What follows belongs to an exercise in optimizing a design on an open flow for small area; a production flow would make more cautious choices.
Function was checked by simulation only, so behaviour that the tests miss may differ from the original.

==> design.v <==
package data_path_pkg;
  localparam int DP_WIDTH = 32;
  localparam logic [4:0] OP_ADD  = 5'b00000;
  localparam logic [4:0] OP_SUB  = 5'b00001;
  localparam logic [4:0] OP_AND  = 5'b00010;
  localparam logic [4:0] OP_MUL  = 5'b00011;
  localparam logic [4:0] OP_DIV  = 5'b00100;
  localparam logic [4:0] OP_OR   = 5'b00101;
  localparam logic [4:0] OP_SHR  = 5'b00110;
  localparam logic [4:0] OP_SHL  = 5'b00111;
  localparam logic [4:0] OP_SHRA = 5'b01000;
  localparam logic [4:0] OP_ROR  = 5'b01001;
  localparam logic [4:0] OP_ROL  = 5'b01010;
  localparam logic [4:0] OP_NEG  = 5'b01011;
  localparam logic [4:0] OP_NOT  = 5'b01100;
endpackage
module reg32 #(
  parameter int W = 32
) (
  input  logic         clock,
  input  logic         clear,
  input  logic         load,
  input  logic [W-1:0] d,
  output logic [W-1:0] q
);
  always_ff @(posedge clock or negedge clear) begin
    if (!clear)    q <= '0;
    else if (load) q <= d;
  end
endmodule
module alu
#(
  parameter int W = data_path_pkg::DP_WIDTH
) (
  input  logic [W-1:0]   a,
  input  logic [W-1:0]   b,
  input  logic [4:0]     opcode,
  input  logic           inc_pc,
  output logic [2*W-1:0] result
);
  localparam int SW = $clog2(W);
  logic [SW-1:0]         sh;
  logic signed [2*W-1:0] prod;
  logic [W-1:0]          ua, ub, divisor, uq, ur, quo, rem;
  logic [W-1:0]          ror_v, rol_v;
  assign sh      = b[SW-1:0];
  assign prod    = $signed({{W{a[W-1]}}, a}) * $signed({{W{b[W-1]}}, b});
  assign ua      = a[W-1] ? -a : a;
  assign ub      = b[W-1] ? -b : b;
  assign divisor = (b == '0) ? {{(W-1){1'b0}}, 1'b1} : ub;
  assign uq      = ua / divisor;
  assign ur      = ua % divisor;
  assign quo     = (a[W-1] ^ b[W-1]) ? -uq : uq;
  assign rem     = a[W-1] ? -ur : ur;
  assign ror_v   = W'({a, a} >> sh);
  assign rol_v   = W'(({a, a} << sh) >> W);
  always_comb begin
    result = '0;
    if (inc_pc) begin
      result[W-1:0] = b + W'(1);
    end else begin
      case (opcode)
        data_path_pkg::OP_ADD:  result[W-1:0] = a + b;
        data_path_pkg::OP_SUB:  result[W-1:0] = a - b;
        data_path_pkg::OP_AND:  result[W-1:0] = a & b;
        data_path_pkg::OP_MUL:  result        = prod;
        data_path_pkg::OP_DIV:  if (b != '0) result = {rem, quo};
        data_path_pkg::OP_OR:   result[W-1:0] = a | b;
        data_path_pkg::OP_SHR:  result[W-1:0] = a >> sh;
        data_path_pkg::OP_SHL:  result[W-1:0] = a << sh;
        data_path_pkg::OP_SHRA: result[W-1:0] = $signed(a) >>> sh;
        data_path_pkg::OP_ROR:  result[W-1:0] = ror_v;
        data_path_pkg::OP_ROL:  result[W-1:0] = rol_v;
        data_path_pkg::OP_NEG:  result[W-1:0] = -b;
        data_path_pkg::OP_NOT:  result[W-1:0] = ~b;
        default: result        = '0;
      endcase
    end
  end
endmodule
module data_path
#(
  parameter int WIDTH = data_path_pkg::DP_WIDTH
) (
  input  logic             clock,
  input  logic             clear,
  input  logic             R0in,  R1in,  R2in,  R3in,  R4in,  R5in,  R6in,  R7in,
  input  logic             R8in,  R9in,  R10in, R11in, R12in, R13in, R14in, R15in,
  input  logic             PCin,
  input  logic             HIin,
  input  logic             LOin,
  input  logic             Zin,
  input  logic             incPC,
  input  logic             MARin,
  input  logic             MDRin,
  input  logic             read,
  input  logic             InPortIn,
  input  logic             Cin,
  input  logic             Yin,
  input  logic [4:0]       opcode,
  input  logic [WIDTH-1:0] Mdatain,
  input  logic [WIDTH-1:0] InPortData,
  input  logic             R0out,  R1out,  R2out,  R3out,  R4out,  R5out,  R6out,  R7out,
  input  logic             R8out,  R9out,  R10out, R11out, R12out, R13out, R14out, R15out,
  input  logic             HIout,
  input  logic             LOout,
  input  logic             ZHighOut,
  input  logic             ZLowOut,
  input  logic             PCout,
  input  logic             MDRout,
  input  logic             InPortOut,
  input  logic             Cout,
  output logic [WIDTH-1:0] BusMuxOut,
  output logic [WIDTH-1:0] MARout_q
);
  logic [15:0]          r_in, r_out;
  logic [WIDTH-1:0]     r_q [16];
  logic [WIDTH-1:0]     pc_q, hi_q, lo_q, y_q, mar_q, mdr_q, mdr_d, c_q, inport_q;
  logic [2*WIDTH-1:0]   z_q, alu_result;
  logic [WIDTH-1:0]     bus;
  assign r_in  = {R15in, R14in, R13in, R12in, R11in, R10in, R9in, R8in,
                  R7in,  R6in,  R5in,  R4in,  R3in,  R2in,  R1in, R0in};
  assign r_out = {R15out, R14out, R13out, R12out, R11out, R10out, R9out, R8out,
                  R7out,  R6out,  R5out,  R4out,  R3out,  R2out,  R1out, R0out};
  for (genvar g = 0; g < 16; g++) begin : g_gpr
    reg32 #(.W(WIDTH)) u_r (.clock(clock), .clear(clear), .load(r_in[g]), .d(bus), .q(r_q[g]));
  end
  assign mdr_d = read ? Mdatain : bus;
  reg32 #(.W(WIDTH)) u_pc  (.clock(clock), .clear(clear), .load(PCin),     .d(bus),        .q(pc_q));
  reg32 #(.W(WIDTH)) u_hi  (.clock(clock), .clear(clear), .load(HIin),     .d(bus),        .q(hi_q));
  reg32 #(.W(WIDTH)) u_lo  (.clock(clock), .clear(clear), .load(LOin),     .d(bus),        .q(lo_q));
  reg32 #(.W(WIDTH)) u_y   (.clock(clock), .clear(clear), .load(Yin),      .d(bus),        .q(y_q));
  reg32 #(.W(WIDTH)) u_mar (.clock(clock), .clear(clear), .load(MARin),    .d(bus),        .q(mar_q));
  reg32 #(.W(WIDTH)) u_mdr (.clock(clock), .clear(clear), .load(MDRin),    .d(mdr_d),      .q(mdr_q));
  reg32 #(.W(WIDTH)) u_c   (.clock(clock), .clear(clear), .load(Cin),      .d(bus),        .q(c_q));
  reg32 #(.W(WIDTH)) u_in  (.clock(clock), .clear(clear), .load(InPortIn), .d(InPortData), .q(inport_q));
  reg32 #(.W(2*WIDTH)) u_z (.clock(clock), .clear(clear), .load(Zin),      .d(alu_result), .q(z_q));
  alu #(.W(WIDTH)) u_alu (
    .a(y_q), .b(bus), .opcode(opcode), .inc_pc(incPC), .result(alu_result)
  );
  always_comb begin
    bus = '0;
    if (Cout)      bus = c_q;
    if (InPortOut) bus = inport_q;
    if (MDRout)    bus = mdr_q;
    if (PCout)     bus = pc_q;
    if (ZLowOut)   bus = z_q[WIDTH-1:0];
    if (ZHighOut)  bus = z_q[2*WIDTH-1:WIDTH];
    if (LOout)     bus = lo_q;
    if (HIout)     bus = hi_q;
    for (int unsigned j = 0; j < 16; j++) begin
      if (r_out[15-j]) bus = r_q[15-j];
    end
  end
  assign BusMuxOut = bus;
  assign MARout_q  = mar_q;
endmodule
==> run.sh <==
#!/bin/bash
# synth_recipe.tcl (not shown) runs the flow's synth.tcl, then flattens the netlist and writes it again
# the make line also repeats each setting of config.mk as NAME=value (left out here)
make -C /OpenROAD-flow-scripts/flow DESIGN_CONFIG=/design/flow/config.mk WORK_HOME=/design/flow/orfs CLKGATE_MAP_FILE= SYNTH_SCRIPT=/design/flow/synth_recipe.tcl finish
==> config.mk <==
export PLATFORM = sky130hd
export DESIGN_NAME = data_path
export DESIGN_NICKNAME = data_path
export VERILOG_FILES = /design/flow/design.v
export SDC_FILE = /design/flow/constraint.sdc
export NUM_CORES = 4
export LEC_CHECK = 0
export CAP_MARGIN = 40
export CORE_MARGIN = 2
export CORE_UTILIZATION = 40
export SLEW_MARGIN = 20
==> constraint.sdc <==
create_clock -name core_clock -period 130.0 [get_ports {clock}]
set_input_delay 26.0000 -clock core_clock [delete_from_list [all_inputs] [get_ports {clock}]]
set_output_delay 26.0000 -clock core_clock [all_outputs]
set_load 0.01 [all_outputs]
==> notes.md <==
==> metrics by stage <==
step           worst slack [ns]  utilization  instances
3_5_place_dp               4.52        0.462      19000
3_3_place_gp               4.92        0.459      18900
6_report                   5.92        0.475      19200
5_1_grt                  0.0385        0.475      19200
2_1_floorplan              9.32            -      14200
4_1_cts                    4.70        0.473      19100
==> kinds of logic (layout without fill, tap and decap cells) <==
| logic type | after synthesis | count (layout) | synth area share |
|---|---|---|---|
| AOI/OAI and AO/OA | 3443 | 3443 | 0.194 |
| xor gates and xnor gates | 597 | 597 | 0.0453 |
| adders and majority gates | 1840 | 1840 | 0.269 |
| buffers and inverters | 2205 | 3423 | 0.0732 |
| DFF | 832 | 832 | 0.180 |
| muxes | 539 | 539 | 0.0511 |
| other | 0 | 29 | 0 |
| and+or+nand+nor | 4708 | 4709 | 0.187 |
==> Yosys cell counts (186+ instances only) <==
cell	instances	area (um2)
nor3_1	286	1430
nand3_1	196	981
o21ai_0	548	2740
mux2_2	402	4530
o21a_1	186	1400
clkbuf_1	684	2570
fa_1	1084	21700
nand2_1	1624	6100
xor2_1	201	1760
dfrtp_1	832	20800
a21o_1	210	1580
ha_1	756	9460
nor2_1	1483	5570
and2_1	193	1210
a21oi_1	1103	5520
xnor2_1	395	3460
inv_1	1262	4740
==> registers in the layout, indices dropped and copies added, names as in the netlist <==
register / count
g_gpr.u_r.q: 512
u_c.q: 32
u_hi.q: 32
u_in.q: 32
u_lo.q: 32
u_mar.q: 32
u_mdr.q: 32
u_pc.q: 32
u_y.q: 32
u_z.q: 64
==> critical path, delay by kind of cell <==
family                   cells  cell delay [ns]
adder cells (fa/ha/maj)     31             9.10
multiplexers                 3             0.83
XOR/XNOR                     1             0.18
AND/OR/NAND/NOR            115            24.46
AO/OA/AOI/OAI              251            54.64
buffers and inverters       49             9.13
==> layout by cell type, fill, tap and decap left out, types with 71 or more instances in the layout <==
cell	n
a221oi_1	102
a31oi_1	143
dfrtp_1	802
buf_4	1689
inv_1	1253
nor2_1	1468
a21o_1	210
mux2_2	402
o21ai_0	544
nor3_1	279
o221ai_1	73
or3_1	109
fa_1	1083
mux2i_1	134
o22ai_1	131
ha_1	756
and3_1	76
clkbuf_16	90
xnor2_1	375
nand4_1	85
o31ai_1	83
o211ai_1	90
clkdlybuf4s50_1	150
nand2_1	1621
a22oi_1	84
nand3_1	194
xor2_1	199
a21oi_1	1090
nor2b_1	172
a211oi_1	71
o21a_1	180
and2_1	190
nand2b_1	145
==> metal layers <==
layer | track usage | wire length [um] | up-vias | part of all wire
met5 | 0 | 235 | - | 0.00036
met3 | 0.107 | 66300 | 2002 | 0.10
met1 | 0.535 | 244000 | 59600 | 0.38
met2 | 0.663 | 281000 | 7266 | 0.43
met4 | 0.323 | 59700 | 40 | 0.092
li1 | - | - | 50900 | -
==> timing repair <==
action | in CTS | in global routing
setup buffers | 0 | 12
hold buffers | 0 | 0
resized for setup | 0 | 33
setup endpoints to repair | 0 | 64
hold endpoints to repair | 0 | 0
==> worst paths after layout <==
| check | cells past startpoint | slack, ns | startpoint | end |
|---|---|---|---|---|
| max in group asynchronous | 7 | 101.56 | clear | g_gpr[4].u_r.q[21]$_DFFE_PN0P_ |
| max | 450 | 5.92 | MDRout | u_z.q[23]$_DFFE_PN0P_ |
| min reg2reg | 1 | 0.50 | g_gpr[11].u_r.q[3]$_DFFE_PN0P_ | g_gpr[11].u_r.q[3]$_DFFE_PN0P_ |
| min | 1 | 0.50 | g_gpr[11].u_r.q[3]$_DFFE_PN0P_ | g_gpr[11].u_r.q[3]$_DFFE_PN0P_ |
| max reg2reg | 449 | 32.01 | g_gpr[11].u_r.q[0]$_DFFE_PN0P_ | u_z.q[23]$_DFFE_PN0P_ |
| min in group asynchronous | 1 | 25.34 | clear | u_mar.q[7]$_DFFE_PN0P_ |
==> final cells by class <==
type | count | area [um2]
multi-input cells | 11100 | 87200
diodes | 29 | 72.6
clock buffers | 125 | 2620
repair buffers | 1971 | 15700
clock inverters | 40 | 646
inverters | 1287 | 4840
well taps | 3781 | 4730
fillers | 28700 | 151000
flip-flops and latches | 832 | 20900
==> notes.md <==
share of cells above drive strength 1 -> 0.179
Post-synth EDFFs -> 0
Max Cap Viol -> 0
fin crit period -> 124.08 ns
worst-margin pin slew -> 1.15 ns
fin crit share -> 0.954
nets@finish -> 17,300
Area growth syn-to-layout -> 18.1%
input/output buffers -> 185
Initial Util -> 0.402
post-synthesis cell type count -> 121
DP Area -> 133,000 um2
Die Area -> 294,000 um2
worst rel slew slack -> 0.232
register bit total from synthesis -> 832
GP Congestion -> 1.12
f_max -> 8.06 MHz
CP endpoint kind -> flop
antenna violations before repair -> 67
CTS Buffer Depth -> 3
clock slew at reported path FFs -> 0.06 ns
total wire length -> 651,000 um
Post-synth top flop -> dfrtp_1
syn avg cell area -> 8.17 um2
Fin Setup TNS -> 0 ns
Worst path slowest cell -> clkdlybuf4s50_1
WP data required -> 130.55 ns
wire length per cell -> 33.9 um
Via density -> 6.24
vias in the first global route -> 116,000
CTS tree -> done
DR pass1 iterations -> 7
mapped cell area -> 116,000 um2
H-tree lvl count -> 3
Num Clock Sinks -> 832
CP max stage delay -> 0.77 ns
CP startpoint kind -> primary input
first-pass GRT wire length -> 906,000 um
Hold Crit Class -> reg2reg
DR iter-0 viols -> 14,400
Arr. time, crit path -> 124.62 ns
sequential fraction of the synthesis area -> 0.180
clock latency on the worst-skew pair -> 0.80 ns
Core ar. -> 288,000 um2
final setup fails -> 0
DP HPWL -> 504,000 um
Post-Syn Instances -> 14,200
Slew Viols, Final -> 0
Fin. Hold Viols -> 0
critical path class -> in2reg
CTS buffer count -> 90
Rows -> 197
CP max FO -> 24
all-layer global routing usage -> 0.436
post-route cell area -> 137,000 um2
Top cell by count, worst path -> a21oi_1
post-route ant nets -> 0
Die Y -> 542 um
Root Driver -> clkbuf_16
DRC -> 0
worst clock skew -> 0.139 ns
hold_ws -> 0.498 ns
via count -> 120,000
RSZ-0062 raised after global routing -> false
FFs w/ async S/R, synth -> 1.00
largest net degree at the start of global routing -> 159
run status -> no timing/DRC/antenna violations
I/O Pins -> 186
Syn. warnings -> 5
die width -> 542 um
Syn Nets -> 16,100
grt ovf -> 0

-- what the ideal ports hide --
No port has a modelled driver above. Below, the same layout with a new extraction and two added sets of constraints.
Step 1 (the two cells are an assumption about what drives the block):
set clk [get_ports {clock}]
set_driving_cell -lib_cell sky130_fd_sc_hd__clkbuf_16 $clk
set_driving_cell -lib_cell sky130_fd_sc_hd__buf_2 [delete_from_list [all_inputs] $clk]
Step 2, shift: input delay + t, output delay - t, t = (earliest + latest rising clock arrival at the registers) / 2. This alone moves slack from input paths to output paths.
Three values: no drivers, after step 1, after step 2; two values: the first two.
t, ns: 0.806
slack for setup (ns): 5.924 / 5.964 / 5.158
hold WS [ns]: 0.498 / 0.498 / 0.498
pins driven straight from the clock port: 1
After both steps setup and hold are still met in this run. For this run, drivers alone change the setup slack by +0.040 ns; drivers and shift together by -0.766 ns.
